Source: an optimization exercise on an open RTL-to-GDS flow (aim: small area). Production flows keep margins and buffers that such runs may drop.
RTL that was checked went through simulation tests only; none was proved equivalent to the original.
Function not checked in run 6: the RTL went through the layout flow alone.
Power is estimated from default activity; no workload was simulated.

==> design.v <==
module brick_color_table #(
   parameter logic [7:0]  DEFAULT_COLOR = 8'hFF,
   parameter logic [15:0] STALL_LIMIT   = 16'd1000
) (
   input  logic       clk,
   input  logic       resetN,
   input  logic       newSeq,
   input  logic [7:0] colorIn,
   input  logic [7:0] colorCount,
   input  logic       rdReq,
   input  logic [7:0] brickIndex,
   output logic [7:0] brickColor,
   output logic       rdValid,
   output logic       tableReady,
   output logic [7:0] fillCount,
   output logic       stallErr
);
   logic       fill_r, ready_r, stall_err_r;
   logic [7:0] fill_count_r;
   logic [7:0] prev_r;
   logic [9:0] stall_r;         
   logic       advance_s, wr_en_s, stall_hit_s, full_s;
   always_ff @(posedge clk) prev_r <= colorCount;
   assign advance_s = (colorCount != prev_r);
   assign wr_en_s   = fill_r & ~newSeq & advance_s;
   assign full_s    = (colorCount == 8'd255);
   function automatic logic [9:0] lfsr_after(input int n);
      logic [9:0] s;
      s = 10'd0;
      for (int k = 0; k < n; k++) s = {s[8:0], ~(s[9] ^ s[6])};
      lfsr_after = s;
   endfunction
   localparam logic [9:0] STALL_LAST = lfsr_after(int'(STALL_LIMIT) - 1);
   always_ff @(posedge clk) begin
      if (newSeq | advance_s) stall_r <= 10'd0;
      else                    stall_r <= {stall_r[8:0], ~(stall_r[9] ^ stall_r[6])};
   end
   assign stall_hit_s = fill_r & ~advance_s & (stall_r == STALL_LAST);
   always_ff @(posedge clk or negedge resetN) begin
      if (!resetN) begin
         fill_r       <= 1'b0;
         ready_r      <= 1'b0;
         stall_err_r  <= 1'b0;
         fill_count_r <= 8'd0;
      end else if (newSeq) begin
         fill_r       <= 1'b1;
         ready_r      <= 1'b0;
         stall_err_r  <= 1'b0;
         fill_count_r <= 8'd0;
      end else begin
         if ((wr_en_s & full_s) | stall_hit_s) begin
            fill_r  <= 1'b0;
            ready_r <= 1'b1;
         end
         if (stall_hit_s) stall_err_r <= 1'b1;
         if (wr_en_s && fill_count_r != 8'd255) fill_count_r <= fill_count_r + 8'd1;
      end
   end
   logic clr_r;
   always_ff @(posedge clk or negedge resetN) begin
      if (!resetN) clr_r <= 1'b1;
      else         clr_r <= 1'b0;
   end
   logic [255:0]      we_s, hold_s;
   logic [255:0]      valid_r;
   logic [255:0][7:0] mem_r, mem_d;
   for (genvar e = 0; e < 256; e++) begin : g_entry
      assign we_s[e]   = wr_en_s & (colorCount == 8'(e + 1));
      assign hold_s[e] = ~we_s[e];
      bct_ao22x8 u_ld (.a(we_s[e]), .b(hold_s[e]), .x(colorIn), .y(mem_r[e]), .z(mem_d[e]));
      always_ff @(posedge clk) mem_r[e] <= mem_d[e];
      always_ff @(posedge clk) valid_r[e] <= we_s[e] | (valid_r[e] & ~clr_r);
   end
   logic [255:0]      rd_sel_s;
   logic [255:0][8:0] rd_word_s;
   for (genvar e = 0; e < 256; e++) begin : g_rsel
      assign rd_sel_s[e]  = (brickIndex == 8'(e));
      assign rd_word_s[e] = {valid_r[e], mem_r[e]};
   end
   localparam int NT = 86;      
   logic [NT-1:0][8:0] rd_part_n;
   for (genvar t = 0; t < 85; t++) begin : g_rd3
      bct_aoi222x9 u_rd (.s0(rd_sel_s[3*t]),   .a(rd_word_s[3*t]),
                         .s1(rd_sel_s[3*t+1]), .b(rd_word_s[3*t+1]),
                         .s2(rd_sel_s[3*t+2]), .c(rd_word_s[3*t+2]),
                         .yn(rd_part_n[t]));
   end
   bct_nand2x9 u_rd_last (.s(rd_sel_s[255]), .a(rd_word_s[255]), .yn(rd_part_n[85]));
   logic [8:0] rd_s;
   always_comb begin
      rd_s = '1;
      for (int t = 0; t < NT; t++) rd_s = rd_s & rd_part_n[t];
      rd_s = ~rd_s;
   end
   logic [7:0] brick_color_r;
   logic       rd_valid_r;
   always_ff @(posedge clk or negedge resetN) begin
      if (!resetN) begin
         brick_color_r <= DEFAULT_COLOR;
         rd_valid_r    <= 1'b0;
      end else begin
         rd_valid_r <= rdReq;
         if (rdReq) brick_color_r <= (ready_r & rd_s[8]) ? rd_s[7:0] : DEFAULT_COLOR;
      end
   end
   assign brickColor = brick_color_r;
   assign rdValid    = rd_valid_r;
   assign tableReady = ready_r;
   assign fillCount  = fill_count_r;
   assign stallErr   = stall_err_r;
endmodule
module bct_ao22x8 (
   input  logic       a,
   input  logic       b,
   input  logic [7:0] x,
   input  logic [7:0] y,
   output logic [7:0] z
);
   assign z = ({8{a}} & x) | ({8{b}} & y);
endmodule
module bct_aoi222x9 (
   input  logic       s0,
   input  logic       s1,
   input  logic       s2,
   input  logic [8:0] a,
   input  logic [8:0] b,
   input  logic [8:0] c,
   output logic [8:0] yn
);
   assign yn = ~(({9{s0}} & a) | ({9{s1}} & b) | ({9{s2}} & c));
endmodule
module bct_nand2x9 (
   input  logic       s,
   input  logic [8:0] a,
   output logic [8:0] yn
);
   assign yn = ~({9{s}} & a);
endmodule
==> run.sh <==
#!/bin/bash
# synth_recipe.tcl (not shown) runs the flow's synth.tcl, then flattens the netlist and writes it again
# the make line also repeats each setting of config.mk as NAME=value (left out here)
make -C /OpenROAD-flow-scripts/flow DESIGN_CONFIG=/design/flow/config.mk WORK_HOME=/design/flow/orfs CLKGATE_MAP_FILE= SYNTH_SCRIPT=/design/flow/synth_recipe.tcl finish
==> config.mk <==
export PLATFORM = sky130hd
export DESIGN_NAME = brick_color_table
export DESIGN_NICKNAME = brick_color_table
export VERILOG_FILES = /design/flow/design.v
export SDC_FILE = /design/flow/constraint.sdc
export NUM_CORES = 4
export LEC_CHECK = 0
export CAP_MARGIN = 20
export CORE_MARGIN = 2
export CORE_UTILIZATION = 50
export CTS_BUF_LIST = sky130_fd_sc_hd__clkbuf_8
export CTS_CLUSTER_DIAMETER = 40
export CTS_CLUSTER_SIZE = 16
export SLEW_MARGIN = 20
export SYNTH_HIERARCHICAL = 1
export SYNTH_MINIMUM_KEEP_SIZE = 0
==> constraint.sdc <==
create_clock -name core_clock -period 8.0 [get_ports {clk}]
set_input_delay 1.6000 -clock core_clock [delete_from_list [all_inputs] [get_ports {clk}]]
set_output_delay 1.6000 -clock core_clock [all_outputs]
set_load 0.01 [all_outputs]
==> results.rst, run 1 <==
.. list-table::
   :header-rows: 1

   * - Metric
     - Value
   * - Outcome
     - complete, no violations
   * - Most frequent cell after synthesis
     - sky130_fd_sc_hd__dfxtp_1
   * - Fraction of the yosys area taken by sequential cells
     - 52.5%
   * - Setup repair after global routing missed its margin
     - no
   * - Clk buf depth
     - 4
   * - Top flip-flop cell by instance count after synthesis
     - sky130_fd_sc_hd__dfxtp_1
   * - Most common cell on crit path
     - sky130_fd_sc_hd__nand4_1
   * - Post-DRT Antenna Nets
     - 0
   * - PostCTS Resize Cnt
     - 0
   * - Combined area of the multi-input logic cells
     - 0.0348 mm²
   * - Average detailed-routed wire length per instance
     - 34.0 µm
   * - Crit path kind
     - primary input to flop
   * - Clock-pin slew of the registers on the worst-case setup and hold paths
     - 0.09 ns
   * - Share of the synthesized area in the top cell type
     - 51.9%
   * - Post-route fraction of the period consumed by the critical path
     - 77.0%
   * - Worst path cell trace
     - clkdlybuf4s50_1 -> nor2b_1 -> nand2_2 -> buf_4 -> nor2_1 -> a222oi_1 -> nand4_1 -> nor4_1 -> nand4_1 -> o211ai_1 -> o22a_1
   * - Post-Synthesis Cell Area
     - 0.0895 mm²
   * - Share of synthesized flip-flops with an asynchronous set or reset
     - 0.896%
   * - Gate count after technology mapping
     - 7,907
   * - Cts bufs inserted
     - 327
   * - Fraction of layout cells with a size suffix above 1
     - 14.0%
   * - Post-Route Skew
     - 0.0644 ns
   * - Most instantiated cells after synthesis
     - sky130_fd_sc_hd__dfxtp_1 (2,322), sky130_fd_sc_hd__a22o_1 (2,048), sky130_fd_sc_hd__a222oi_1 (765)
   * - Number of max-capacitance violations reported
     - 0
   * - Standard cell with the maximum stage delay on the critical path
     - sky130_fd_sc_hd__a222oi_1
   * - Die width
     - 427 µm
   * - Total of warnings raised by yosys
     - 7
   * - Die Y
     - 427 µm
   * - Setup TNS
     - 0 ns
   * - Critical path's top delay family
     - simple AND/OR/NAND/NOR gates
   * - Global route overflow
     - 0
   * - H-tree depth
     - 5
   * - Largest net degree at the start of global routing
     - 152
   * - Vias after detailed routing
     - 71,886
   * - Flip-flop and latch area
     - 0.0470 mm²
   * - Final worst hold slack
     - 0.447 ns
   * - Min setup slack post-route
     - 1.84 ns
   * - Startpoint types
     - primary input
   * - Worst stage delay on the critical path
     - 1.05 ns
   * - Worst min-delay path category
     - flop to flop
   * - Critical path buffers and inverters
     - 2
   * - Hpwl dp
     - 219,000 µm
   * - Cell row count
     - 155
   * - Pins over their slew limit
     - 0
   * - Largest cells by area after synthesis
     - sky130_fd_sc_hd__dfxtp_1 (52%), sky130_fd_sc_hd__a22o_1 (20%), sky130_fd_sc_hd__a222oi_1 (8.6%)
   * - Crit end category
     - flop
   * - Die footprint
     - 0.182 mm²
   * - Wire length of the first global-routing pass
     - 486,000 µm
   * - Count of TritonRoute iterations in the first routing pass
     - 13
   * - Final core utilization
     - 53.3%
   * - Max_slew headroom
     - 13.7%
   * - Data required time at the worst endpoint
     - 9.03 ns
   * - Vias in the first global route
     - 67,026
   * - Area delta synth->final
     - 6.18%
   * - Detailed Route Iter0 Violations
     - 12,568
   * - Floorplan core area
     - 0.178 mm²
   * - Antenna violations before repair
     - 29
   * - Number of flip-flops and latches in the synthesized netlist
     - 2,343
   * - Reported leakage power
     - 34.4 nW
   * - Post-CTS setup buffers
     - 0
   * - Dominant cell type by area after synthesis
     - sky130_fd_sc_hd__dfxtp_1
   * - Final hold violation count
     - 0
   * - Number of failing setup endpoints in the final timing report
     - 0
   * - Layout Nets
     - 7,481
   * - Clock latency (worst-skew pair)
     - 1.08 ns
   * - Number of enable flip-flop cells after synthesis
     - 0
   * - Total global-route track usage
     - 36.0%
   * - Peak supply drop
     - 0.225 mV
   * - Via density per instance
     - 7.14
   * - Pwr/cell area
     - 256 mW/mm²
   * - Worst-case setup slack after placement
     - 0.936 ns
   * - Buffers on Ports
     - 46
   * - Count of filler cells inserted in the layout
     - 15,433
   * - Worst slew pin tran
     - 1.29 ns
   * - Initial Util
     - 50.2%
   * - Total clock sinks
     - 2,343
   * - Synthesized area per cell
     - 11.3 µm²
   * - Routed wire length
     - 342,000 µm
   * - Quantity of hold-fixing buffers added after cts
     - 0
   * - TritonCTS clock tree
     - built
   * - Worst endpoint data arrival time
     - 7.19 ns
   * - GPL Wtd Cong
     - 0.978
   * - Number of remaining DRC errors
     - 0
   * - Clock Root Buffer
     - sky130_fd_sc_hd__clkbuf_8
   * - Cell variety after synth
     - 47
   * - Minimum period implied by the final worst setup slack
     - 6.16 ns
   * - Maximum operating frequency
     - 162 MHz
   * - Top-level I/O count
     - 47
   * - Maximum net fanout on the critical path
     - 9
[layer usage]
metal | part of all wire, % | up-vias | track usage [%]
met5 | 0.084 | - | 0.820
met4 | 6.0 | 14 | 19.5
met3 | 12 | 914 | 9.26
met2 | 41 | 4878 | 51.4
met1 | 41 | 35602 | 49.6
li1 | - | 30478 | -
[where the power goes]
part           leakage (nW)  switching (W)  internal (W)
sequential             19.1       0.000329        0.0122
combinational          11.5       0.000716      0.000408
clock                  3.84        0.00518       0.00555
[final cells by class]
| type | count | area share (%) |
|---|---|---|
| flip-flops and latches | 2343 | 49.5 |
| multi-input cells | 4316 | 36.6 |
| clock buffers | 364 | 5.27 |
| well taps | 2355 | 3.10 |
| clock inverters | 216 | 2.58 |
| repair buffers | 202 | 1.87 |
| inverters | 262 | 1.03 |
| diodes | 15 | 0.0395 |
[worst reg2reg max path: cells and delay by family, from the launching register on]
kind            cells  cell delay (ns)
compound gates      3             1.95
simple gates        3             1.52
flops               1             0.32
[placed cells by master, fill, tap and decap left out, types with 12 or more instances in the layout]
master                            count
sky130_fd_sc_hd__a222oi_1           765
sky130_fd_sc_hd__a22o_1            2048
sky130_fd_sc_hd__buf_4              147
sky130_fd_sc_hd__bufinv_16           35
sky130_fd_sc_hd__clkbuf_8           364
sky130_fd_sc_hd__clkdlybuf4s50_1     37
sky130_fd_sc_hd__clkinv_2            26
sky130_fd_sc_hd__clkinv_4            28
sky130_fd_sc_hd__clkinvlp_4          33
sky130_fd_sc_hd__dfrtp_1             12
sky130_fd_sc_hd__dfxtp_1           2322
sky130_fd_sc_hd__diode_2             15
sky130_fd_sc_hd__inv_1              293
sky130_fd_sc_hd__inv_6               34
sky130_fd_sc_hd__inv_8               21
sky130_fd_sc_hd__nand2_1            300
sky130_fd_sc_hd__nand4_1            201
sky130_fd_sc_hd__nor2_1             433
sky130_fd_sc_hd__nor2_2              96
sky130_fd_sc_hd__nor2b_1             13
sky130_fd_sc_hd__nor3_4              13
sky130_fd_sc_hd__nor4_2              17
sky130_fd_sc_hd__o22ai_1             87
sky130_fd_sc_hd__o22ai_2            168
sky130_fd_sc_hd__or4_1               28
[final timing paths]
| check | cells after the start | slack [ns] | from | endpoint |
|---|---|---|---|---|
| setup / recovery | 11 | 1.84 | brickIndex[3] | brick_color_r[0]$_DFFE_PN1P_ |
| hold / removal | 1 | 0.45 | stall_r[7]$_SDFF_PP0_ | stall_r[8]$_SDFF_PP0_ |
| setup reg to reg | 6 | 4.19 | valid_r[87]$_DFF_P_ | brick_color_r[0]$_DFFE_PN1P_ |
| hold reg to reg | 1 | 0.45 | stall_r[7]$_SDFF_PP0_ | stall_r[8]$_SDFF_PP0_ |
| max in group asynchronous | 1 | 6.72 | resetN | rd_valid_r$_DFF_PN0_ |
| min in group asynchronous | 1 | 0.68 | resetN | fill_count_r[5]$_DFFE_PN0P_ |
[cells by family after synthesis]
kind of cell | synth area share, %
buf+inv | 9.06
compound gates | 31.7
xor+xnor | 0.0881
simple gates | 6.53
fa+ha+maj | 0.0140
other cells | 0.00419
flops | 52.5
mux | 0.0349
[sequential cells by signal, indices dropped and copies added, names as in the netlist]
name and cells:
fill_r 1, valid_r 256, rd_valid_r 1, stall_err_r 1, prev_r 8, brick_color_r 8
ready_r 1, mem_r 2048, clr_r 1, fill_count_r 8, stall_r 10
[Yosys stat by module, one instance, submodules excluded]
module,area (µm²),flops+latches,cells,copies in the design
bct_aoi222x9,111,0,12,85
bct_nand2x9,45.0,0,10,1
bct_ao22x8,86.3,0,10,256
brick_color_table,57900,2343,4317,1
[metrics by stage]
stage / instance area, µm² / power (W) / std cells
after global routing: 95000 / 0.0250 / 10062
after floorplan: 89500 / 0.0132 / 7907
after detailed placement: 87600 / 0.0138 / 9477
after global placement: 87500 / 0.0138 / 9475
after CTS: 95000 / 0.0244 / 10057
final: 95100 / 0.0244 / 10073
==> run 2: changes to the inputs <==
--- a/config.mk
+++ b/config.mk
@@ -10,5 +10,2 @@
 export CORE_UTILIZATION = 50
-export CTS_BUF_LIST = sky130_fd_sc_hd__clkbuf_8
-export CTS_CLUSTER_DIAMETER = 40
-export CTS_CLUSTER_SIZE = 16
 export SLEW_MARGIN = 20
==> run 2 against run 1 <==
  * Final cell count down 1.5%
  * Final area rose by 0.91%
  * Core utilization up 0.49 points
  * Wire length fell by 0.38%
  * Count of clock-buffer cells in the layout is 40 lower
  * Fmax is 3.4% lower
  * Clock power grew about 10%
  * Critical endpoint unchanged
  * Largest power group unchanged
==> results.rst, run 2 <==
.. list-table::
   :header-rows: 1

   * - Metric
     - Value
   * - Die footprint
     - 0.182 mm²
   * - Buffers on Ports
     - 46
   * - Maximum operating frequency
     - 157 MHz
   * - Post-DP Area
     - 0.0876 mm²
   * - Clock-pin slew of the registers on the worst-case setup and hold paths
     - 0.06 ns
   * - Max_slew headroom
     - 16.1%
   * - Share of total power consumed by net switching
     - 23.2%
   * - Worst endpoint data arrival time
     - 7.19 ns
   * - Maximum net fanout on the critical path
     - 16
   * - Layout Nets
     - 7,386
   * - Largest net degree at the start of global routing
     - 152
   * - Number of remaining DRC errors
     - 0
   * - Number of enable flip-flop cells after synthesis
     - 0
   * - Count of TritonRoute iterations in the first routing pass
     - 13
   * - Minimum period implied by the final worst setup slack
     - 6.37 ns
   * - Final worst hold slack
     - 0.454 ns
   * - GPL Wtd Cong
     - 0.978
   * - Gate count after technology mapping
     - 7,907
   * - Internal power consumption
     - 0.0196 W
   * - Top Registers
     - mem_r: 2048 flops, valid_r: 256 flops, stall_r: 10 flops
   * - Top flip-flop cell by instance count after synthesis
     - sky130_fd_sc_hd__dfxtp_1
   * - Peak supply drop
     - 0.202 mV
   * - Dominant cell type by area after synthesis
     - sky130_fd_sc_hd__dfxtp_1
   * - Startpoint types
     - primary input
   * - Most instantiated cells after synthesis
     - sky130_fd_sc_hd__dfxtp_1 (2,322), sky130_fd_sc_hd__a22o_1 (2,048), sky130_fd_sc_hd__a222oi_1 (765)
   * - Most frequent cell after synthesis
     - sky130_fd_sc_hd__dfxtp_1
   * - Final hold violation count
     - 0
   * - Top-level I/O count
     - 47
   * - Fraction of the yosys area taken by sequential cells
     - 52.5%
   * - Setup slack of the worst register-to-register path
     - 4.19 ns
   * - Largest register FFs
     - 2,048
   * - Proportion of power drawn by combinational gates
     - 4.4%
   * - H-tree depth
     - 4
   * - Post-Route Skew
     - 0.0376 ns
   * - TritonCTS clock tree
     - built
   * - Setup repair after global routing missed its margin
     - no
   * - Cell row count
     - 155
   * - Clk buf depth
     - 3
   * - Floorplan core area
     - 0.178 mm²
   * - Sequential Power Share
     - 49.1%
   * - Final core utilization
     - 53.8%
   * - Routed wire length
     - 341,000 µm
   * - Post-CTS setup buffers
     - 0
   * - Total clock sinks
     - 2,343
   * - Via density per instance
     - 7.23
   * - Total global-route track usage
     - 35.9%
   * - Wire length of the first global-routing pass
     - 483,000 µm
   * - Cell variety after synth
     - 47
   * - Area delta synth->final
     - 7.15%
   * - Reported leakage power
     - 34.7 nW
   * - Data required time at the worst endpoint
     - 8.82 ns
   * - Vias in the first global route
     - 66,194
   * - Pwr/cell area
     - 266 mW/mm²
   * - Number of max-capacitance violations reported
     - 0
   * - Antenna violations before repair
     - 23
   * - Layout Cell Area excl Fill
     - 0.0959 mm²
   * - Worst slew pin tran
     - 1.26 ns
   * - Crit end category
     - flop
   * - Die width
     - 427 µm
   * - Number of flip-flops and latches in the synthesized netlist
     - 2,343
   * - Synthesized area per cell
     - 11.3 µm²
   * - Initial Util
     - 50.2%
   * - Total of warnings raised by yosys
     - 7
   * - Hpwl dp
     - 219,000 µm
   * - Post-route fraction of the period consumed by the critical path
     - 79.7%
   * - Post-Synthesis Cell Area
     - 0.0895 mm²
   * - Worst min-delay path category
     - flop to flop
   * - Post-DRT Antenna Nets
     - 0
   * - Largest cells by area after synthesis
     - sky130_fd_sc_hd__dfxtp_1 (52%), sky130_fd_sc_hd__a22o_1 (20%), sky130_fd_sc_hd__a222oi_1 (8.6%)
   * - Die Y
     - 427 µm
   * - Setup TNS
     - 0 ns
   * - Most common library cell in the layout ignoring fill and taps
     - sky130_fd_sc_hd__dfxtp_1
   * - Number of failing setup endpoints in the final timing report
     - 0
   * - Register with the highest flop count
     - mem_r
   * - Outcome
     - complete, no violations
   * - Vias after detailed routing
     - 71,741
   * - Crit path kind
     - primary input to flop
   * - Share of power burned in the clock network
     - 46.5%
   * - PostCTS Resize Cnt
     - 0
   * - Global route overflow
     - 0
   * - Cts bufs inserted
     - 232
   * - Most frequent cells in the layout
     - sky130_fd_sc_hd__dfxtp_1 (2,322), sky130_fd_sc_hd__a22o_1 (2,048), sky130_fd_sc_hd__a222oi_1 (765), sky130_fd_sc_hd__nor2_1 (433), sky130_fd_sc_hd__nand2_1 (300)
   * - Switching power of the nets
     - 0.00592 W
   * - Clock Root Buffer
     - sky130_fd_sc_hd__clkbuf_16
   * - Average detailed-routed wire length per instance
     - 34.4 µm
   * - Share of synthesized flip-flops with an asynchronous set or reset
     - 0.896%
   * - Share of the synthesized area in the top cell type
     - 51.9%
   * - Fraction of layout cells with a size suffix above 1
     - 12.3%
   * - Detailed Route Iter0 Violations
     - 13,442
   * - Quantity of hold-fixing buffers added after cts
     - 0
   * - Pins over their slew limit
     - 0
   * - Clock latency (worst-skew pair)
     - 0.87 ns
==> run 2: cell counts after synthesis <==
Identical to the previous run, type by type.
==> run 2: cell families (layout without fill, tap and decap cells) <==
group,after synthesis,count (layout),synth area share (%)
mux,3,3,0.0349
flops,2343,2343,52.5
other cells,1,9,0.00419
fa+ha+maj,1,1,0.0140
xor+xnor,9,9,0.0881
buf+inv,1248,904,9.06
simple gates,1212,1212,6.53
compound gates,3090,3090,31.7
==> run 2: layout make-up <==
class	instances	area, µm²
multi-input combinational	4316	34800
clock inverter	116	1620
fill	15253	82300
sequential	2343	47000
tap	2355	2950
antenna	8	20.0
clock buffer	324	6730
inverter	262	983
timing repair buffer	202	1770
==> run 2: power by group through the flow <==
| stage | clock network, W | logic, W | registers (W) |
|---|---|---|---|
| detailed placement | 0 | 0.00109 | 0.0127 |
| finish | 0.0118 | 0.00112 | 0.0125 |
| CTS | 0.0119 | 0.00109 | 0.0125 |
| global route | 0.0124 | 0.00116 | 0.0126 |
| global placement | 0 | 0.00106 | 0.0128 |
| floorplan | 0 | 0.000564 | 0.0126 |
==> run 2: critical path, stage by stage <==
cell and delay (ns):
sky130_fd_sc_hd__clkdlybuf4s50_1 0.54, sky130_fd_sc_hd__nor2b_1 0.25, sky130_fd_sc_hd__nand2_1 0.84, sky130_fd_sc_hd__nor2_1 0.40
sky130_fd_sc_hd__a222oi_1 1.11, sky130_fd_sc_hd__nand4_1 0.74, sky130_fd_sc_hd__nor4_1 0.47, sky130_fd_sc_hd__nand4_1 0.31
sky130_fd_sc_hd__o211ai_1 0.63, sky130_fd_sc_hd__o22a_1 0.25
==> run 2: metal layers <==
metal / wire length (µm) / global-route usage (%) / vias to the layer above
li1: - / - / 30253
met1: 140000 / 50.1 / 35728
met2: 143000 / 52.1 / 4879
met3: 39400 / 8.32 / 869
met4: 18400 / 17.4 / 12
met5: 98 / 0 / -
==> run 2: per-stage QoR <==
stage	total power [W]	cells	setup WS (ns)
floorplan	0.0132	7907	4.13
global placement	0.0138	9475	0.939
detailed placement	0.0138	9477	0.936
CTS	0.0255	9917	1.85
global route	0.0261	9919	1.76
finish	0.0255	9926	1.63
==> run 2: path summary, 6_finish.rpt <==
check                                       from                      endpoint  depth (start not counted)
max in group asynchronous                 resetN          rd_valid_r$_DFF_PN0_                          1
setup / recovery                   brickIndex[4]  brick_color_r[0]$_DFFE_PN1P_                         10
setup reg to reg             valid_r[87]$_DFF_P_  brick_color_r[0]$_DFFE_PN1P_                          6
min in group asynchronous                 resetN   fill_count_r[5]$_DFFE_PN0P_                          1
hold reg to reg            stall_r[8]$_SDFF_PP0_         stall_r[9]$_SDFF_PP0_                          1
hold / removal             stall_r[8]$_SDFF_PP0_         stall_r[9]$_SDFF_PP0_                          1
==> run 2: per-module statistics from Yosys, one instance, submodules excluded <==
module             times used  flops+latches
brick_color_table           1           2343
bct_ao22x8                256              0
bct_nand2x9                 1              0
bct_aoi222x9               85              0
==> run 3: changes to the inputs <==
==> flow/run.sh (new file) <==
#!/bin/bash
set -euo pipefail
export CTS_ARGS="-sink_clustering_enable -repair_clock_nets -dont_use_dummy_load -sink_clustering_size 16 -sink_clustering_max_diameter 45 -buf_list sky130_fd_sc_hd__clkbuf_8"
bash standard.sh > standard_sh.log 2>&1
==> standard.sh (new file) <==
#!/bin/bash
# synth_recipe.tcl (not shown) runs the flow's synth.tcl, then flattens the netlist and writes it again
# the make line also repeats each setting of config.mk as NAME=value (left out here)
make -C /OpenROAD-flow-scripts/flow DESIGN_CONFIG=/design/flow/config.mk WORK_HOME=/design/flow/orfs CLKGATE_MAP_FILE= SYNTH_SCRIPT=/design/flow/synth_recipe.tcl "${@:-finish}"
--- a/config.mk
+++ b/config.mk
@@ -9,3 +9,3 @@
 export CORE_MARGIN = 2
-export CORE_UTILIZATION = 50
+export CORE_UTILIZATION = 65
 export SLEW_MARGIN = 20
removed: run.sh
==> run 3 against run 2 <==
  * Largest cell class unchanged
  * Non-clock buffer count shrank 39
  * First-iteration DRC count fell by 1.3%
  * Sequential share of layout area grew 3.7 points
  * Combinational power shrank 4%
  * Count of clock-buffer cells in the layout down 126
  * Still clean
  * Critical path depth rose by 1
  * Final cell count down 8.4%
==> results.rst, run 3 <==
.. list-table::
   :header-rows: 1

   * - Metric
     - Value
   * - Total global-route track usage
     - 42.4%
   * - Largest cells by area after synthesis
     - sky130_fd_sc_hd__dfxtp_1 (52%), sky130_fd_sc_hd__a22o_1 (20%), sky130_fd_sc_hd__a222oi_1 (8.6%)
   * - Design Power
     - 0.0195 W
   * - Setup repair after global routing missed its margin
     - no
   * - Endpoint of the worst hold path
     - stall_r[9]$_SDFF_PP0_
   * - Worst min-delay path category
     - flop to flop
   * - Worst reg2reg startpoint
     - valid_r[78]$_DFF_P_
   * - Number of flip-flops and latches in the synthesized netlist
     - 2,343
   * - WHS Path Cells
     - 1
   * - Setup slack of the worst register-to-register path
     - 3.89 ns
   * - Hpwl dp
     - 199,000 µm
   * - Number of remaining DRC errors
     - 0
   * - Post-Synthesis Cell Area
     - 0.0895 mm²
   * - Standard cell with the maximum stage delay on the critical path
     - sky130_fd_sc_hd__nor4_1
   * - Antenna violations before repair
     - 14
   * - CP startpoint
     - brickIndex[0]
   * - Area delta synth->final
     - -0.358%
   * - Flip-flop and latch area
     - 0.0470 mm²
   * - Routed wire length
     - 312,000 µm
   * - Layout Nets
     - 7,313
   * - Clock Root Buffer
     - sky130_fd_sc_hd__clkbuf_8
   * - Post-DRT Antenna Nets
     - 0
   * - Post-CTS setup buffers
     - 0
   * - Register with the highest flop count
     - mem_r
   * - Worst endpoint data arrival time
     - 7.73 ns
   * - Fraction of layout cells with a size suffix above 1
     - 9.19%
   * - Endpoint of the worst register-to-register path
     - brick_color_r[6]$_DFFE_PN1P_
   * - Combined area of the multi-input logic cells
     - 0.0347 mm²
   * - Largest register FFs
     - 2,048
   * - Synthesized area per cell
     - 11.3 µm²
   * - Post-DP Area
     - 0.0864 mm²
   * - Cell count after placement
     - 8,876
   * - Peak supply drop
     - 0.223 mV
   * - Most common library cell in the layout ignoring fill and taps
     - sky130_fd_sc_hd__dfxtp_1
   * - Post-Route Skew
     - 0.0566 ns
   * - Average detailed-routed wire length per instance
     - 34.3 µm
   * - Wire length of the first global-routing pass
     - 448,000 µm
   * - TritonCTS clock tree
     - built
   * - Top-level I/O count
     - 47
   * - Floorplan core area
     - 0.137 mm²
   * - Largest net degree at the start of global routing
     - 134
   * - Number of max-capacitance violations reported
     - 0
   * - Minimum period implied by the final worst setup slack
     - 6.85 ns
   * - Number of enable flip-flop cells after synthesis
     - 0
   * - Reported leakage power
     - 31.7 nW
   * - Fraction of the yosys area taken by sequential cells
     - 52.5%
   * - Gate count after technology mapping
     - 7,907
   * - PostCTS Resize Cnt
     - 0
   * - Share of synthesized flip-flops with an asynchronous set or reset
     - 0.896%
   * - Number of failing setup endpoints in the final timing report
     - 0
   * - Final hold violation count
     - 0
   * - Buffers on Ports
     - 46
   * - Clock latency (worst-skew pair)
     - 0.98 ns
   * - Startpoint types
     - primary input
   * - Cell row count
     - 136
   * - Clk buf depth
     - 3
   * - Die width
     - 375 µm
   * - Worst path cell trace
     - clkdlybuf4s50_1 -> nor2b_1 -> nand2_1 -> buf_4 -> nor2_1 -> a222oi_1 -> nand4_1 -> nor4_1 -> nand2_1 -> o211ai_1 -> o22a_1
   * - Vias in the first global route
     - 65,129
   * - Vias after detailed routing
     - 70,898
   * - GPL Wtd Cong
     - 1.00
   * - Maximum net fanout on the critical path
     - 9
   * - Pwr/cell area
     - 219 mW/mm²
   * - Count of TritonRoute iterations in the first routing pass
     - 13
   * - Cts bufs inserted
     - 198
   * - Min-delay src
     - stall_r[8]$_SDFF_PP0_
   * - Pins over their slew limit
     - 0
   * - Dominant cell type by area after synthesis
     - sky130_fd_sc_hd__dfxtp_1
   * - Quantity of hold-fixing buffers added after cts
     - 0
   * - Number of cell instances on the worst register-to-register path
     - 6
   * - Die footprint
     - 0.141 mm²
   * - Setup TNS
     - 0 ns
   * - Post-route insts no fill
     - 9,092
   * - Crit end category
     - flop
   * - Maximum operating frequency
     - 146 MHz
   * - Post-route fraction of the period consumed by the critical path
     - 85.7%
   * - Min setup slack post-route
     - 1.15 ns
   * - Most common cell on crit path
     - sky130_fd_sc_hd__nand2_1
   * - Data required time at the worst endpoint
     - 8.88 ns
   * - Via density per instance
     - 7.80
   * - Most instantiated cells after synthesis
     - sky130_fd_sc_hd__dfxtp_1 (2,322), sky130_fd_sc_hd__a22o_1 (2,048), sky130_fd_sc_hd__a222oi_1 (765)
   * - Worst stage delay on the critical path
     - 1.09 ns
   * - Top flip-flop cell by instance count after synthesis
     - sky130_fd_sc_hd__dfxtp_1
   * - Share of the synthesized area in the top cell type
     - 51.9%
   * - Total of warnings raised by yosys
     - 7
   * - Die Y
     - 375 µm
   * - Worst slew pin tran
     - 1.28 ns
   * - Most frequent cell after synthesis
     - sky130_fd_sc_hd__dfxtp_1
   * - Clock-pin slew of the registers on the worst-case setup and hold paths
     - 0.08 ns
   * - Layout Cell Area excl Fill
     - 0.0892 mm²
   * - Detailed Route Iter0 Violations
     - 13,263
   * - H-tree depth
     - 4
   * - Outcome
     - complete, no violations
   * - Max_slew headroom
     - 14.4%
   * - Most frequent cells in the layout
     - sky130_fd_sc_hd__dfxtp_1 (2,322), sky130_fd_sc_hd__a22o_1 (2,048), sky130_fd_sc_hd__a222oi_1 (765), sky130_fd_sc_hd__nor2_1 (433), sky130_fd_sc_hd__nand2_1 (302)
   * - Cell variety after synth
     - 47
   * - Global route overflow
     - 0
   * - Top Registers
     - mem_r: 2048 flops, valid_r: 256 flops, stall_r: 10 flops
   * - Count of filler cells inserted in the layout
     - 10,766
   * - Total clock sinks
     - 2,343
   * - Worst-case setup slack after placement
     - 0.822 ns
   * - Crit path kind
     - primary input to flop
   * - Initial Util
     - 65.3%
[run 3: changes by cell type in the layout (fill, tap and decap cells not counted), sizes merged]
cell | previous run | this run
clkbuf | 324 | 199
diode | 8 | 16
buf | 165 | 125
inv | 270 | 262
clkinvlp | 10 | 0
bufinv | 34 | 0
clkinv | 64 | 0
[run 3: how the worst max path moves through the flow]
stage / end / cells after the start
after CTS: brick_color_r[6]$_DFFE_PN1P_ / 11
after floorplan: brick_color_r[0]$_DFFE_PN1P_ / 11
after detailed placement: brick_color_r[6]$_DFFE_PN1P_ / 11
after global routing: brick_color_r[6]$_DFFE_PN1P_ / 10
after global placement: brick_color_r[6]$_DFFE_PN1P_ / 11
final: brick_color_r[6]$_DFFE_PN1P_ / 11
[run 3: report_power, final]
part / switching, W / total [W] / internal, W / leakage (nW)
Clock: 0.00371 / 0.00591 / 0.00220 / 1.42
Sequential: 0.000331 / 0.0125 / 0.0122 / 19.1
Combinational: 0.000682 / 0.00108 / 0.000401 / 11.2
Total: 0.00473 / 0.0195 / 0.0148 / 31.7
[run 3: kinds of logic (layout without fill, tap and decap cells)]
family / after synthesis / in the layout / synth area share (%)
mux: 3 / 3 / 0.0349
compound gates: 3090 / 3090 / 31.7
flops: 2343 / 2343 / 52.5
simple gates: 1212 / 1212 / 6.53
other cells: 1 / 17 / 0.00419
xor+xnor: 9 / 9 / 0.0881
fa+ha+maj: 1 / 1 / 0.0140
buf+inv: 1248 / 623 / 9.06
[run 3: stage by stage]
stage	hold slack [ns]	utilization, %
2_1_floorplan	0.420	-
5_1_grt	0.479	65.0
3_3_place_gp	0.427	63.0
6_report	0.454	65.0
3_5_place_dp	0.438	63.0
4_1_cts	0.457	65.0
[run 3: per-module statistics from Yosys, one instance, submodules excluded]
module             area [µm²]  flip-flops and latches  copies in the design
bct_ao22x8               86.3                       0                   256
bct_aoi222x9              111                       0                    85
bct_nand2x9              45.0                       0                     1
brick_color_table       57900                    2343                     1
[run 3: per-layer routing]
| layer | vias up | global-route usage, % | share of wire [%] |
|---|---|---|---|
| met5 | - | 0.0343 | 0.022 |
| met4 | 10 | 21.2 | 5.6 |
| met3 | 920 | 12.4 | 14 |
| met2 | 5228 | 59.6 | 41 |
| met1 | 34882 | 59.1 | 40 |
| li1 | 29858 | - | - |
[run 3: worst max-delay path: cells and delay by family]
family,cells,cell delay [ns]
simple gates,6,3.15
compound gates,3,1.96
buf+inv,2,1.01
[run 3: layout make-up]
type	instances	share of cell area, %
multi-input combinational	4316	38.9
inverter	262	1.10
sequential	2343	52.7
timing repair buffer	163	1.66
tap	1794	2.52
antenna	16	0.0449
clock buffer	198	3.05
==> run 4: changes to the inputs <==
--- a/design.v
+++ b/design.v
@@ -63,2 +63,4 @@
    end
+   logic              keep_s;
+   assign keep_s = ~clr_r;
    logic [255:0]      we_s, hold_s;
@@ -71,3 +73,5 @@
       always_ff @(posedge clk) mem_r[e] <= mem_d[e];
-      always_ff @(posedge clk) valid_r[e] <= we_s[e] | (valid_r[e] & ~clr_r);
+      logic valid_d;
+      bct_ao21 u_vld (.a(valid_r[e]), .b(keep_s), .c(we_s[e]), .z(valid_d));
+      always_ff @(posedge clk) valid_r[e] <= valid_d;
    end
@@ -120,2 +124,10 @@
 endmodule
+module bct_ao21 (
+   input  logic a,
+   input  logic b,
+   input  logic c,
+   output logic z
+);
+   assign z = (a & b) | c;
+endmodule
 module bct_aoi222x9 (
==> run 4 against run 3 <==
  * Still clean on timing, DRC and antenna
  * Final cell count is 3.1% lower
  * Die area is 2.8% lower
  * Final area is 2.4% lower
  * Worst setup slack better by 0.89 ns
  * Wire length hardly changed
  * Synthesized area is 2.8% lower
  * First-iteration DRC count is 5.5% higher
  * Sequential power hardly changed
  * Clock power hardly changed
  * Flip-flop and latch count stayed put
  * Fmax is 15% higher
  * Clock skew is 0.031 ns higher
  * Largest cell class unchanged
==> results.rst, run 4 <==
.. list-table::
   :header-rows: 1

   * - Metric
     - Value
   * - Most common cell on crit path
     - sky130_fd_sc_hd__nand4_1
   * - Initial Util
     - 65.3%
   * - Global route overflow
     - 0
   * - Top routing layer in use
     - met5
   * - Maximum operating frequency
     - 168 MHz
   * - Final hold violation count
     - 0
   * - Total of warnings raised by yosys
     - 7
   * - Number of flip-flops and latches in the synthesized netlist
     - 2,343
   * - Worst-case setup slack after placement
     - 1.39 ns
   * - Top flip-flop cell by instance count after synthesis
     - sky130_fd_sc_hd__dfxtp_1
   * - Register with the highest flop count
     - mem_r
   * - Largest net degree at the start of global routing
     - 128
   * - Share of the synthesized area in the top cell type
     - 53.4%
   * - Post-route fraction of the period consumed by the critical path
     - 74.6%
   * - Top-level I/O count
     - 47
   * - Dominant cell type by area after synthesis
     - sky130_fd_sc_hd__dfxtp_1
   * - GPL Wtd Cong
     - 1.07
   * - Floorplan core area
     - 0.133 mm²
   * - Buffers on Ports
     - 46
   * - Gate count after technology mapping
     - 7,558
   * - Largest register FFs
     - 2,048
   * - Maximum net fanout on the critical path
     - 9
   * - Crit path kind
     - primary input to flop
   * - TritonCTS clock tree
     - built
   * - Fraction of layout cells with a size suffix above 1
     - 5.47%
   * - Count of TritonRoute iterations in the first routing pass
     - 15
   * - Design Power
     - 0.0194 W
   * - Most frequent cell after synthesis
     - sky130_fd_sc_hd__dfxtp_1
   * - Cell row count
     - 134
   * - Worst reg2reg startpoint
     - prev_r[5]$_DFF_P_
   * - WHS Path Cells
     - 1
   * - Setup slack of the worst register-to-register path
     - 4.33 ns
   * - Setup repair after global routing missed its margin
     - no
   * - Combined area of the multi-input logic cells
     - 0.0336 mm²
   * - Outcome
     - complete, no violations
   * - Post-Route Skew
     - 0.0874 ns
   * - Number of cell instances on the worst register-to-register path
     - 6
   * - Quantity of hold-fixing buffers added after cts
     - 0
   * - Worst stage delay on the critical path
     - 0.96 ns
   * - Flip-flop and latch area
     - 0.0470 mm²
   * - Min setup slack post-route
     - 2.03 ns
   * - Worst min-delay path category
     - flop to flop
   * - Number of max-capacitance violations reported
     - 0
   * - Routed length on met3
     - 44,600 µm
   * - Post-CTS setup buffers
     - 0
   * - Cell variety after synth
     - 47
   * - Detailed Route Iter0 Violations
     - 13,994
   * - Startpoint types
     - primary input
   * - Vias after detailed routing
     - 69,916
   * - Vias in the first global route
     - 62,641
   * - Pins over their slew limit
     - 0
   * - Reported leakage power
     - 34.1 nW
   * - Met2 wire length
     - 125,000 µm
   * - Data required time at the worst endpoint
     - 8.89 ns
   * - Clock Root Buffer
     - sky130_fd_sc_hd__clkbuf_8
   * - Number of failing setup endpoints in the final timing report
     - 0
   * - Clock latency (worst-skew pair)
     - 0.97 ns
   * - Number of enable flip-flop cells after synthesis
     - 0
   * - Worst slew pin tran
     - 1.34 ns
   * - Crit end category
     - flop
   * - Cts bufs inserted
     - 198
   * - Post-Synthesis Cell Area
     - 0.0870 mm²
   * - Largest cells by area after synthesis
     - sky130_fd_sc_hd__dfxtp_1 (53%), sky130_fd_sc_hd__a22o_1 (21%), sky130_fd_sc_hd__a222oi_1 (8.8%)
   * - Peak supply drop
     - 0.200 mV
   * - Total global-route track usage
     - 43.8%
   * - Max_slew headroom
     - 10.8%
   * - Area delta synth->final
     - 0.148%
   * - Top Registers
     - mem_r: 2048 flops, valid_r: 256 flops, stall_r: 10 flops
   * - Endpoint of the worst register-to-register path
     - mem_r[1417]$_DFF_P_
   * - Wire length of the first global-routing pass
     - 447,000 µm
   * - Setup TNS
     - 0 ns
   * - Critical path buffers and inverters
     - 2
   * - Most common library cell in the layout ignoring fill and taps
     - sky130_fd_sc_hd__dfxtp_1
   * - Post-DRT Antenna Nets
     - 0
   * - Met1 wire length
     - 120,000 µm
   * - Die Y
     - 370 µm
   * - Synthesized area per cell
     - 11.5 µm²
   * - Minimum period implied by the final worst setup slack
     - 5.97 ns
   * - Most frequent cells in the layout
     - sky130_fd_sc_hd__dfxtp_1 (2,322), sky130_fd_sc_hd__a22o_1 (2,048), sky130_fd_sc_hd__a222oi_1 (765), sky130_fd_sc_hd__nor2_1 (517), sky130_fd_sc_hd__nand2_1 (299)
   * - Average detailed-routed wire length per instance
     - 35.4 µm
   * - Pwr/cell area
     - 223 mW/mm²
   * - H-tree depth
     - 4
   * - Worst path cell trace
     - clkdlybuf4s50_1 -> nor2b_1 -> nand2_2 -> buf_4 -> nor2_1 -> a222oi_1 -> nand4_1 -> nor4_1 -> nand4_1 -> o211ai_1 -> o22a_1
   * - Layout Nets
     - 7,054
   * - Routed wire length
     - 312,000 µm
   * - Total clock sinks
     - 2,343
   * - Fraction of the yosys area taken by sequential cells
     - 54.1%
   * - Clk buf depth
     - 3
   * - Die footprint
     - 0.137 mm²
   * - Min-delay src
     - stall_r[8]$_SDFF_PP0_
   * - Die width
     - 370 µm
   * - Via density per instance
     - 7.94
   * - Standard cell with the maximum stage delay on the critical path
     - sky130_fd_sc_hd__a222oi_1
   * - Antenna violations before repair
     - 24
   * - Hpwl dp
     - 200,000 µm
   * - Most instantiated cells after synthesis
     - sky130_fd_sc_hd__dfxtp_1 (2,322), sky130_fd_sc_hd__a22o_1 (2,048), sky130_fd_sc_hd__a222oi_1 (765)
   * - Worst endpoint data arrival time
     - 6.85 ns
   * - Count of filler cells inserted in the layout
     - 10,424
   * - Endpoint of the worst hold path
     - stall_r[9]$_SDFF_PP0_
   * - Critical path's top delay family
     - simple AND/OR/NAND/NOR gates
   * - Number of remaining DRC errors
     - 0
   * - PostCTS Resize Cnt
     - 0
   * - Clock-pin slew of the registers on the worst-case setup and hold paths
     - 0.10 ns
   * - Share of synthesized flip-flops with an asynchronous set or reset
     - 0.896%
-- run 4: cell types whose count changed in the layout (fill, tap and decap cells not counted), moves of 6 or more --
cell / before / now
sky130_fd_sc_hd__nor2_1: 433 / 517
sky130_fd_sc_hd__nand3_1: 9 / 15
sky130_fd_sc_hd__nor3_4: 12 / 3
sky130_fd_sc_hd__o22ai_2: 168 / 0
sky130_fd_sc_hd__buf_4: 104 / 96
sky130_fd_sc_hd__nor2_2: 96 / 0
sky130_fd_sc_hd__inv_1: 262 / 18
sky130_fd_sc_hd__o22ai_1: 87 / 0
sky130_fd_sc_hd__a21o_1: 0 / 257
sky130_fd_sc_hd__or3_2: 9 / 0
-- run 4: how the worst max path moves through the flow --
stage	startpoint	end	slack (ns)	depth (start not counted)
2_1_floorplan	clr_r$_DFF_PN1_	valid_r[0]$_DFF_P_	3.76	2
3_3_place_gp	brickIndex[0]	brick_color_r[6]$_DFFE_PN1P_	1.41	10
3_5_place_dp	brickIndex[3]	brick_color_r[7]$_DFFE_PN1P_	1.39	11
4_1_cts	brickIndex[3]	brick_color_r[5]$_DFFE_PN1P_	2.40	11
5_1_grt	brickIndex[3]	brick_color_r[5]$_DFFE_PN1P_	2.04	11
6_report	brickIndex[3]	brick_color_r[5]$_DFFE_PN1P_	2.03	11
-- run 4: Yosys stat by module, one instance, submodules excluded --
module	cell area, µm²	flip-flops and latches
bct_ao22x8	86.3	0
bct_aoi222x9	111	0
brick_color_table	53400	2343
bct_nand2x9	45.0	0
bct_ao21	7.51	0
-- run 4: per-layer routing --
layer / GRT usage (%) / vias to the layer above
li1: - / 29071
met3: 13.8 / 1060
met5: 0.280 / -
met1: 59.8 / 34195
met2: 60.3 / 5556
met4: 26.9 / 34
-- run 4: logic make-up (layout without fill, tap and decap cells) --
kind of cell               after synthesis  count (layout)  synth area share (%)
DFF                                   2343            2343                  54.1
adders and majority gates                1               1                0.0144
and+or+nand+nor                       1197            1197                  6.23
AOI/OAI and AO/OA                     3095            3095                  31.9
other                                    1              21               0.00431
muxes                                    4               4                0.0460
buffers and inverters                  906             371                  7.62
xor gates and xnor gates                11              11                 0.111
-- run 4: where the power goes --
| part | switching, W | total, W | internal [W] | leakage [nW] |
|---|---|---|---|---|
| clock network | 0.00371 | 0.00591 | 0.00220 | 1.42 |
| registers | 0.000330 | 0.0125 | 0.0122 | 19.1 |
| logic | 0.000648 | 0.00103 | 0.000378 | 13.6 |
-- run 4: stage by stage --
| stage | util (%) | instance area [µm²] | std cells | hold slack (ns) |
|---|---|---|---|---|
| 3_5_place_dp | 63.3 | 84300 | 8591 | 0.435 |
| 2_1_floorplan | - | 87000 | 7558 | 0.420 |
| 5_1_grt | 65.4 | 87100 | 8797 | 0.471 |
| 6_report | 65.4 | 87100 | 8811 | 0.459 |
| 4_1_cts | 65.4 | 87000 | 8789 | 0.459 |
| 3_3_place_gp | 63.3 | 84300 | 8589 | 0.428 |
-- run 4: area by class of cell --
class	instances	share of cell area [%]
flip-flops and latches	2343	54.0
multi-input cells	4309	38.6
clock buffers	198	3.13
well taps	1768	2.54
repair buffers	154	1.61
inverters	19	0.0905
diodes	20	0.0575
==> run 5: changes to the inputs <==
--- a/design.v
+++ b/design.v
@@ -77,23 +77,32 @@
    end
-   logic [255:0]      rd_sel_s;
+   logic [127:0]      rd_sel_s;
    logic [255:0][8:0] rd_word_s;
-   for (genvar e = 0; e < 256; e++) begin : g_rsel
-      assign rd_sel_s[e]  = (brickIndex == 8'(e));
+   for (genvar k = 0; k < 128; k++) begin : g_rsel
+      assign rd_sel_s[k] = (brickIndex[6:0] == 7'(k));
+   end
+   for (genvar e = 0; e < 256; e++) begin : g_rword
       assign rd_word_s[e] = {valid_r[e], mem_r[e]};
    end
-   localparam int NT = 86;      
-   logic [NT-1:0][8:0] rd_part_n;
-   for (genvar t = 0; t < 85; t++) begin : g_rd3
-      bct_aoi222x9 u_rd (.s0(rd_sel_s[3*t]),   .a(rd_word_s[3*t]),
-                         .s1(rd_sel_s[3*t+1]), .b(rd_word_s[3*t+1]),
-                         .s2(rd_sel_s[3*t+2]), .c(rd_word_s[3*t+2]),
-                         .yn(rd_part_n[t]));
+   localparam int NT = 43;      
+   logic [1:0][NT-1:0][8:0] rd_part_n;
+   logic [1:0][8:0]         rd_half_s;
+   for (genvar h = 0; h < 2; h++) begin : g_half
+      for (genvar t = 0; t < 42; t++) begin : g_rd3
+         bct_aoi222x9 u_rd (.s0(rd_sel_s[3*t]),   .a(rd_word_s[128*h+3*t]),
+                            .s1(rd_sel_s[3*t+1]), .b(rd_word_s[128*h+3*t+1]),
+                            .s2(rd_sel_s[3*t+2]), .c(rd_word_s[128*h+3*t+2]),
+                            .yn(rd_part_n[h][t]));
+      end
+      bct_aoi222x9 u_rd_last (.s0(rd_sel_s[126]), .a(rd_word_s[128*h+126]),
+                              .s1(rd_sel_s[127]), .b(rd_word_s[128*h+127]),
+                              .s2(1'b0),          .c(9'd0),
+                              .yn(rd_part_n[h][42]));
+      always_comb begin
+         rd_half_s[h] = '1;
+         for (int t = 0; t < NT; t++) rd_half_s[h] = rd_half_s[h] & rd_part_n[h][t];
+         rd_half_s[h] = ~rd_half_s[h];
+      end
    end
-   bct_nand2x9 u_rd_last (.s(rd_sel_s[255]), .a(rd_word_s[255]), .yn(rd_part_n[85]));
    logic [8:0] rd_s;
-   always_comb begin
-      rd_s = '1;
-      for (int t = 0; t < NT; t++) rd_s = rd_s & rd_part_n[t];
-      rd_s = ~rd_s;
-   end
+   assign rd_s = brickIndex[7] ? rd_half_s[1] : rd_half_s[0];
    logic [7:0] brick_color_r;
@@ -143,8 +152 @@
 endmodule
-module bct_nand2x9 (
-   input  logic       s,
-   input  logic [8:0] a,
-   output logic [8:0] yn
-);
-   assign yn = ~({9{s}} & a);
-endmodule
==> run 5 against run 4 <==
  * Final area grew 0.48%
  * Sequential share of layout area shrank 0.26 points
  * Worst setup slack gained 0.26 ns
  * Sequential power is essentially flat
  * Global-route usage shrank 0.32 points
  * Register-to-register slack is essentially flat
  * Final cell count shrank 0.23%
  * Critical endpoint is now brick_color_r[7]$_DFFE_PN1P_
  * Largest cell class unchanged
  * Highest routed layer unchanged
==> results.rst, run 5 <==
.. list-table::
   :header-rows: 1

   * - Metric
     - Value
   * - Outcome
     - complete, no violations
   * - Setup TNS
     - 0 ns
   * - Synthesized area per cell
     - 11.7 µm²
   * - Die width
     - 369 µm
   * - Largest net degree at the start of global routing
     - 151
   * - Post-CTS setup buffers
     - 0
   * - Share of synthesized flip-flops with an asynchronous set or reset
     - 0.896%
   * - Post-DRT Antenna Nets
     - 0
   * - Hpwl dp
     - 199,000 µm
   * - GPL Wtd Cong
     - 1.01
   * - Largest register FFs
     - 2,048
   * - Total of warnings raised by yosys
     - 7
   * - Cell variety after synth
     - 53
   * - Die footprint
     - 0.136 mm²
   * - Vias after detailed routing
     - 69,178
   * - Clock Root Buffer
     - sky130_fd_sc_hd__clkbuf_8
   * - Clock latency (worst-skew pair)
     - 0.96 ns
   * - Most frequent cells in the layout
     - sky130_fd_sc_hd__dfxtp_1 (2,322), sky130_fd_sc_hd__a22o_1 (2,048), sky130_fd_sc_hd__a222oi_1 (774), sky130_fd_sc_hd__nor2_1 (360), sky130_fd_sc_hd__nand2_1 (291)
   * - Total clock sinks
     - 2,343
   * - Via density per instance
     - 7.87
   * - Most common library cell in the layout ignoring fill and taps
     - sky130_fd_sc_hd__dfxtp_1
   * - Detailed Route Iter0 Violations
     - 13,223
   * - Most instantiated cells after synthesis
     - sky130_fd_sc_hd__dfxtp_1 (2,322), sky130_fd_sc_hd__a22o_1 (2,048), sky130_fd_sc_hd__a222oi_1 (774)
   * - Startpoint types
     - primary input
   * - Fraction of layout cells with a size suffix above 1
     - 7.32%
   * - Cell count after placement
     - 8,574
   * - Top Registers
     - mem_r: 2048 flops, valid_r: 256 flops, stall_r: 10 flops
   * - Maximum operating frequency
     - 175 MHz
   * - H-tree depth
     - 4
   * - TritonCTS clock tree
     - built
   * - Gate count after technology mapping
     - 7,420
   * - Worst min-delay path category
     - flop to flop
   * - Worst endpoint data arrival time
     - 6.55 ns
   * - Pwr/cell area
     - 222 mW/mm²
   * - Clk buf depth
     - 3
   * - Fraction of the yosys area taken by sequential cells
     - 54.2%
   * - Dominant cell type by area after synthesis
     - sky130_fd_sc_hd__dfxtp_1
   * - Max_slew headroom
     - 15.1%
   * - PostCTS Resize Cnt
     - 0
   * - Count of TritonRoute iterations in the first routing pass
     - 14
   * - Register with the highest flop count
     - mem_r
   * - Crit end category
     - flop
   * - Pins over their slew limit
     - 0
   * - Data required time at the worst endpoint
     - 8.85 ns
   * - Vias in the first global route
     - 63,549
   * - Initial Util
     - 65.2%
   * - Antenna violations before repair
     - 20
   * - Total global-route track usage
     - 43.5%
   * - Largest cells by area after synthesis
     - sky130_fd_sc_hd__dfxtp_1 (54%), sky130_fd_sc_hd__a22o_1 (21%), sky130_fd_sc_hd__a222oi_1 (8.9%)
   * - Setup repair after global routing missed its margin
     - no
   * - Number of failing setup endpoints in the final timing report
     - 0
   * - Most frequent cell after synthesis
     - sky130_fd_sc_hd__dfxtp_1
   * - Share of the synthesized area in the top cell type
     - 53.6%
   * - Quantity of hold-fixing buffers added after cts
     - 0
   * - Clock-pin slew of the registers on the worst-case setup and hold paths
     - 0.10 ns
   * - Post-Synthesis Cell Area
     - 0.0867 mm²
   * - Crit path kind
     - primary input to flop
   * - Layout Nets
     - 7,035
   * - Global route overflow
     - 0
   * - Number of flip-flops and latches in the synthesized netlist
     - 2,343
   * - Top-level I/O count
     - 47
   * - Post-route fraction of the period consumed by the critical path
     - 71.3%
   * - Final hold violation count
     - 0
   * - Number of max-capacitance violations reported
     - 0
   * - Cts bufs inserted
     - 198
   * - Peak supply drop
     - 0.240 mV
   * - Area delta synth->final
     - 0.932%
   * - Reported leakage power
     - 34.3 nW
   * - Buffers on Ports
     - 46
   * - Post-Route Skew
     - 0.0828 ns
   * - Average detailed-routed wire length per instance
     - 35.1 µm
   * - Maximum net fanout on the critical path
     - 18
   * - Post-route insts no fill
     - 8,791
   * - Routed wire length
     - 309,000 µm
   * - Number of remaining DRC errors
     - 0
   * - Die Y
     - 369 µm
   * - Minimum period implied by the final worst setup slack
     - 5.70 ns
   * - Top flip-flop cell by instance count after synthesis
     - sky130_fd_sc_hd__dfxtp_1
   * - Worst slew pin tran
     - 1.26 ns
   * - Cell row count
     - 134
   * - Number of enable flip-flop cells after synthesis
     - 0
   * - Floorplan core area
     - 0.133 mm²
   * - Wire length of the first global-routing pass
     - 445,000 µm
==> run 5: modules after synthesis, one instance, submodules excluded <==
| module | cells inside | copies in the design |
|---|---|---|
| bct_aoi222x9 | 12 | 86 |
| bct_ao22x8 | 10 | 256 |
| brick_color_table | 3572 | 1 |
| bct_ao21 | 1 | 256 |
==> run 5: critical path, cell delays in order <==
cell and delay (ns):
sky130_fd_sc_hd__clkdlybuf4s50_1 0.62, sky130_fd_sc_hd__nor2_1 0.15, sky130_fd_sc_hd__nand2_1 0.78, sky130_fd_sc_hd__nor2_2 0.43, sky130_fd_sc_hd__a222oi_1 1.10, sky130_fd_sc_hd__nand4_1 0.25
sky130_fd_sc_hd__nor4_1 0.85, sky130_fd_sc_hd__and3_1 0.28, sky130_fd_sc_hd__a311oi_1 0.05, sky130_fd_sc_hd__buf_4 0.25, sky130_fd_sc_hd__a31oi_1 0.17
==> run 5: kinds of logic (layout without fill, tap and decap cells) <==
logic type	count (synthesis)	after routing	share of synthesized area, %
multiplexers	2	2	0.0231
XOR/XNOR	11	11	0.111
adder cells (fa/ha/maj)	1	1	0.0144
other	1	40	0.00432
flip-flops	2343	2343	54.2
AO/OA/AOI/OAI	3110	3110	32.1
AND/OR/NAND/NOR	1063	1063	5.94
buffers and inverters	889	453	7.58
==> run 5: through the flow <==
step / power, W / hold slack, ns / cell area (µm²) / utilization, % / worst slack [ns]
after CTS: 0.0193 / 0.445 / 87500 / 65.8 / 2.55
after global placement: 0.0137 / 0.435 / 84600 / 63.7 / 1.50
after detailed placement: 0.0137 / 0.442 / 84700 / 63.7 / 1.57
after global routing: 0.0199 / 0.471 / 87500 / 65.8 / 2.46
after floorplan: 0.0132 / 0.430 / 86800 / - / 3.76
final: 0.0194 / 0.444 / 87500 / 65.8 / 2.30
==> run 5: path summary, 6_finish.rpt <==
kind,depth (start not counted),endpoint,slack (ns),startpoint
setup / recovery,11,brick_color_r[7]$_DFFE_PN1P_,2.30,brickIndex[0]
hold / removal,1,stall_r[9]$_SDFF_PP0_,0.44,stall_r[8]$_SDFF_PP0_
setup reg to reg,7,mem_r[1372]$_DFF_P_,4.34,prev_r[5]$_DFF_P_
hold reg to reg,1,stall_r[9]$_SDFF_PP0_,0.44,stall_r[8]$_SDFF_PP0_
max in group asynchronous,2,brick_color_r[7]$_DFFE_PN1P_,6.56,resetN
min in group asynchronous,2,fill_count_r[7]$_DFFE_PN0P_,1.09,resetN
==> run 5: report_power, final <==
part           internal [W]  leakage (nW)  switching, W
clock network       0.00220          1.42       0.00370
logic              0.000396          13.8      0.000630
registers            0.0122          19.1      0.000300
==> run 5: final cells by class <==
| type | count | area [µm²] |
|---|---|---|
| well taps | 1768 | 2210 |
| fillers | 10410 | 45400 |
| clock buffers | 198 | 2730 |
| repair buffers | 251 | 2140 |
| inverters | 4 | 22.5 |
| flip-flops and latches | 2343 | 47000 |
| multi-input cells | 4208 | 33400 |
| diodes | 19 | 47.5 |
==> run 5: layer usage <==
metal  vias to the layer above  global-route usage, %  share of wire [%]
li1                      28940                      -                  -
met1                     34120                   57.7                 38
met2                      5177                   63.3                 42
met3                       929                   12.1                 13
met4                        12                   26.2                7.0
met5                         -                      0              0.026
==> run 6: changes to the inputs <==
==> design.v (replaced) <==
module brick_color_table #(
   parameter logic [7:0]  DEFAULT_COLOR = 8'hFF,
   parameter logic [15:0] STALL_LIMIT   = 16'd1000
) (
   input  logic       clk,
   input  logic       resetN,
   input  logic       newSeq,
   input  logic [7:0] colorIn,
   input  logic [7:0] colorCount,
   input  logic       rdReq,
   input  logic [7:0] brickIndex,
   output logic [7:0] brickColor,
   output logic       rdValid,
   output logic       tableReady,
   output logic [7:0] fillCount,
   output logic       stallErr
);
   logic       fill_r, ready_r, stall_err_r;
   logic [7:0] fill_count_r;
   logic [7:0] prev_r;
   logic [9:0] stall_r;         
   logic       advance_s, wr_en_s, stall_hit_s, full_s;
   always_ff @(posedge clk) prev_r <= colorCount;
   assign advance_s = (colorCount != prev_r);
   assign wr_en_s   = fill_r & ~newSeq & advance_s;
   assign full_s    = (colorCount == 8'd255);
   function automatic logic [9:0] lfsr_after(input int n);
      logic [9:0] s;
      s = 10'd0;
      for (int k = 0; k < n; k++) s = {s[8:0], ~(s[9] ^ s[6])};
      lfsr_after = s;
   endfunction
   localparam logic [9:0] STALL_LAST = lfsr_after(int'(STALL_LIMIT) - 1);
   always_ff @(posedge clk) begin
      if (newSeq | advance_s) stall_r <= 10'd0;
      else                    stall_r <= {stall_r[8:0], ~(stall_r[9] ^ stall_r[6])};
   end
   assign stall_hit_s = fill_r & ~advance_s & (stall_r == STALL_LAST);
   always_ff @(posedge clk or negedge resetN) begin
      if (!resetN) begin
         fill_r       <= 1'b0;
         ready_r      <= 1'b0;
         stall_err_r  <= 1'b0;
         fill_count_r <= 8'd0;
      end else if (newSeq) begin
         fill_r       <= 1'b1;
         ready_r      <= 1'b0;
         stall_err_r  <= 1'b0;
         fill_count_r <= 8'd0;
      end else begin
         if ((wr_en_s & full_s) | stall_hit_s) begin
            fill_r  <= 1'b0;
            ready_r <= 1'b1;
         end
         if (stall_hit_s) stall_err_r <= 1'b1;
         if (wr_en_s && fill_count_r != 8'd255) fill_count_r <= fill_count_r + 8'd1;
      end
   end
   logic [255:0]      we_s;
   logic [255:0]      valid_r;
   logic [255:0][7:0] mem_r;
   logic [255:0]      hold_s;
   logic              wr_dis_s;
   assign wr_dis_s = ~fill_r | newSeq | ~advance_s;
   for (genvar e = 0; e < 256; e++) begin : g_entry
      assign we_s[e]   = wr_en_s & (colorCount == 8'(e + 1));
      assign hold_s[e] = wr_dis_s | (colorCount != 8'(e + 1));
      logic [7:0] mem_d;
      assign mem_d = ({8{we_s[e]}} & colorIn) | ({8{hold_s[e]}} & mem_r[e]);
      always_ff @(posedge clk) mem_r[e] <= mem_d;
      always_ff @(posedge clk or negedge resetN) begin
         if (!resetN)      valid_r[e] <= 1'b0;
         else if (we_s[e]) valid_r[e] <= 1'b1;
      end
   end
   logic [15:0] rd_lo_s, rd_hi_s;
   for (genvar j = 0; j < 16; j++) begin : g_dec
      assign rd_lo_s[j] = (brickIndex[3:0] == 4'(j));
      assign rd_hi_s[j] = (brickIndex[7:4] == 4'(j));
   end
   logic [15:0][8:0] grp_s;
   for (genvar g = 0; g < 16; g++) begin : g_grp
      always_comb begin
         grp_s[g] = '0;
         for (int j = 0; j < 16; j++)
            grp_s[g] = grp_s[g] | ({9{rd_lo_s[j]}} & {valid_r[16*g+j], mem_r[16*g+j]});
      end
   end
   logic [8:0] rd_s;
   always_comb begin
      rd_s = '0;
      for (int g = 0; g < 16; g++)
         rd_s = rd_s | ({9{rd_hi_s[g]}} & grp_s[g]);
   end
   logic [7:0] brick_color_r;
   logic       rd_valid_r;
   always_ff @(posedge clk or negedge resetN) begin
      if (!resetN) begin
         brick_color_r <= DEFAULT_COLOR;
         rd_valid_r    <= 1'b0;
      end else begin
         rd_valid_r <= rdReq;
         if (rdReq) brick_color_r <= (ready_r & rd_s[8]) ? rd_s[7:0] : DEFAULT_COLOR;
      end
   end
   assign brickColor = brick_color_r;
   assign rdValid    = rd_valid_r;
   assign tableReady = ready_r;
   assign fillCount  = fill_count_r;
   assign stallErr   = stall_err_r;
endmodule
==> run.sh (new file) <==
#!/bin/bash
# synth_recipe.tcl (not shown) runs the flow's synth.tcl, then flattens the netlist and writes it again
# the make line also repeats each setting of config.mk as NAME=value (left out here)
make -C /OpenROAD-flow-scripts/flow DESIGN_CONFIG=/design/flow/config.mk WORK_HOME=/design/flow/orfs CLKGATE_MAP_FILE= SYNTH_SCRIPT=/design/flow/synth_recipe.tcl finish
--- a/config.mk
+++ b/config.mk
@@ -7,7 +7,5 @@
 export LEC_CHECK = 0
-export CAP_MARGIN = 20
+export CAP_MARGIN = 10
 export CORE_MARGIN = 2
 export CORE_UTILIZATION = 65
-export SLEW_MARGIN = 20
-export SYNTH_HIERARCHICAL = 1
-export SYNTH_MINIMUM_KEEP_SIZE = 0
+export SLEW_MARGIN = 10
removed: flow/run.sh
removed: standard.sh
==> run 6 against run 5 <==
  * The layout now fails its checks (capacitance limit, slew limit)
  * Combinational power up about 40%
  * Die area up 1.1%
  * Final area up 12%
  * Total power up 31%
  * Highest routed layer unchanged
  * Flip-flop and latch count down 1
  * Synthesized cell count down 30%
  * Fmax up 1.3%
  * Global-route usage up 5.3 points
  * First-iteration DRC count about the same
  * Largest cell class unchanged
  * Core utilization up 7.8 points
  * Final cell count down 16%
==> results.rst, run 6 <==
.. list-table::
   :header-rows: 1

   * - Metric
     - Value
   * - Clock Root Buffer
     - sky130_fd_sc_hd__clkbuf_16
   * - Final hold violation count
     - 0
   * - Fraction of the yosys area taken by sequential cells
     - 78.4%
   * - Post-DRT Antenna Nets
     - 0
   * - Failed Checks
     - capacitance limit, slew limit
   * - Area delta synth->final
     - 12.3%
   * - Top-level I/O count
     - 47
   * - Pins over their slew limit
     - 10
   * - Post-CTS setup buffers
     - 0
   * - Cts bufs inserted
     - 221
   * - Synthesized area per cell
     - 16.9 µm²
   * - GPL Wtd Cong
     - 1.07
   * - Minimum period implied by the final worst setup slack
     - 5.63 ns
   * - Standard cell with the maximum stage delay on the critical path
     - sky130_fd_sc_hd__o21ai_0
   * - Crit path kind
     - primary input to flop
   * - Design Power
     - 0.0254 W
   * - Die width
     - 371 µm
   * - Flip-flop and latch area
     - 0.0688 mm²
   * - Sequential Power Share
     - 53.1%
   * - Outcome
     - failed layout checks
   * - Fraction of layout cells with a size suffix above 1
     - 17.4%
   * - Gate count after technology mapping
     - 5,195
   * - Largest net degree at the start of global routing
     - 168
   * - Average detailed-routed wire length per instance
     - 45.5 µm
   * - Data required time at the worst endpoint
     - 8.77 ns
   * - Most instantiated cells after synthesis
     - sky130_fd_sc_hd__edfxtp_1 (2,048), sky130_fd_sc_hd__a22oi_1 (512), sky130_fd_sc_hd__nor2_1 (356)
   * - Number of max-capacitance violations reported
     - 3
   * - Detailed Route Iter0 Violations
     - 13,222
   * - Post-Route Skew
     - 0.0313 ns
   * - Layout Nets
     - 5,384
   * - Cell row count
     - 134
   * - Number of cells on the critical path
     - 9
   * - Pwr/cell area
     - 258 mW/mm²
   * - Number of flip-flops and latches in the synthesized netlist
     - 2,342
-- run 6: cell types whose count changed after synthesis, sizes merged, moves of 143 or more --
| cell | previous run | this run |
|---|---|---|
| dfxtp | 2322 | 18 |
| edfxtp | 0 | 2048 |
| a22o | 2048 | 170 |
| a222oi | 774 | 111 |
| buf | 817 | 196 |
| a22oi | 0 | 512 |
| or2 | 1 | 258 |
| a21o | 257 | 1 |
| dfrtp | 12 | 268 |
| nand2 | 291 | 101 |
| nand4 | 208 | 65 |
-- run 6: area by class of cell --
class | instances | area share, %
antenna | 24 | 0.0610
clock buffer | 312 | 6.46
clock inverter | 105 | 0.895
inverter | 11 | 0.0419
multi-input combinational | 2518 | 18.0
sequential | 2342 | 69.9
tap | 1768 | 2.25
timing repair buffer | 261 | 2.48
-- run 6: layer usage --
metal / GRT usage, % / share of wire, %
met1: 63.4 / 32
met2: 67.4 / 42
met3: 21.2 / 18
met4: 31.8 / 8.3
met5: 0.664 / 0.086
-- run 6: worst register-to-register path: cells and delay by family, from the launching register on --
kind,cells,cell delay [ns]
buf+inv,2,0.73
simple gates,6,2.81
xor+xnor,1,0.20
flops,1,0.33
-- run 6: power groups by stage --
| stage | registers, W | logic (W) | clock network (W) |
|---|---|---|---|
| finish | 0.0135 | 0.00144 | 0.0105 |
| global route | 0.0135 | 0.00142 | 0.0109 |
| CTS | 0.0135 | 0.00134 | 0.0104 |
| detailed placement | 0.0137 | 0.00134 | 0 |
| global placement | 0.0137 | 0.00133 | 0 |
| floorplan | 0.0137 | 0.000542 | 0 |
-- run 6: cell families after synthesis --
| group | after synthesis | share of synthesized area, % |
|---|---|---|
| flip-flops | 2342 | 78.4 |
| AO/OA/AOI/OAI | 1299 | 11.5 |
| AND/OR/NAND/NOR | 1032 | 6.04 |
| buffers and inverters | 335 | 1.76 |
| multiplexers | 170 | 2.06 |
| XOR/XNOR | 16 | 0.160 |
| adder cells (fa/ha/maj) | 1 | 0.0143 |
-- run 6: worst paths after layout --
kind,startpoint,end
worst min-delay path,stall_r[1]$_SDFF_PP0_,stall_r[2]$_SDFF_PP0_
worst max register to register,prev_r[4]$_DFF_P_,flop
worst min register to register,stall_r[1]$_SDFF_PP0_,stall_r[2]$_SDFF_PP0_
worst max-delay path,brickIndex[2],brick_color_r[1]$_DFFE_PN1P_
min in group asynchronous,resetN,fill_count_r[5]$_DFFE_PN0P_
max in group asynchronous,resetN,valid_r[200]$_DFFE_PN0P_
-- run 6: per-stage QoR --
stage	std cells	cell area, µm²	utilization, %	setup WS, ns
3_3_place_gp	6897	91100	68.2	1.61
4_1_cts	7315	98400	73.6	2.66
2_1_floorplan	5195	87700	-	4.14
6_report	7341	98400	73.7	2.37
5_1_grt	7320	98400	73.6	2.42
3_5_place_dp	6898	91100	68.2	1.82

Check on run 6: ideal ports give 2.366 ns setup slack; a clkbuf_16 on the clock port and buf_2 on the inputs give 2.406 ns; moving port delays by the midpoint clock arrival (0.929 ns) as well gives 1.477 ns.
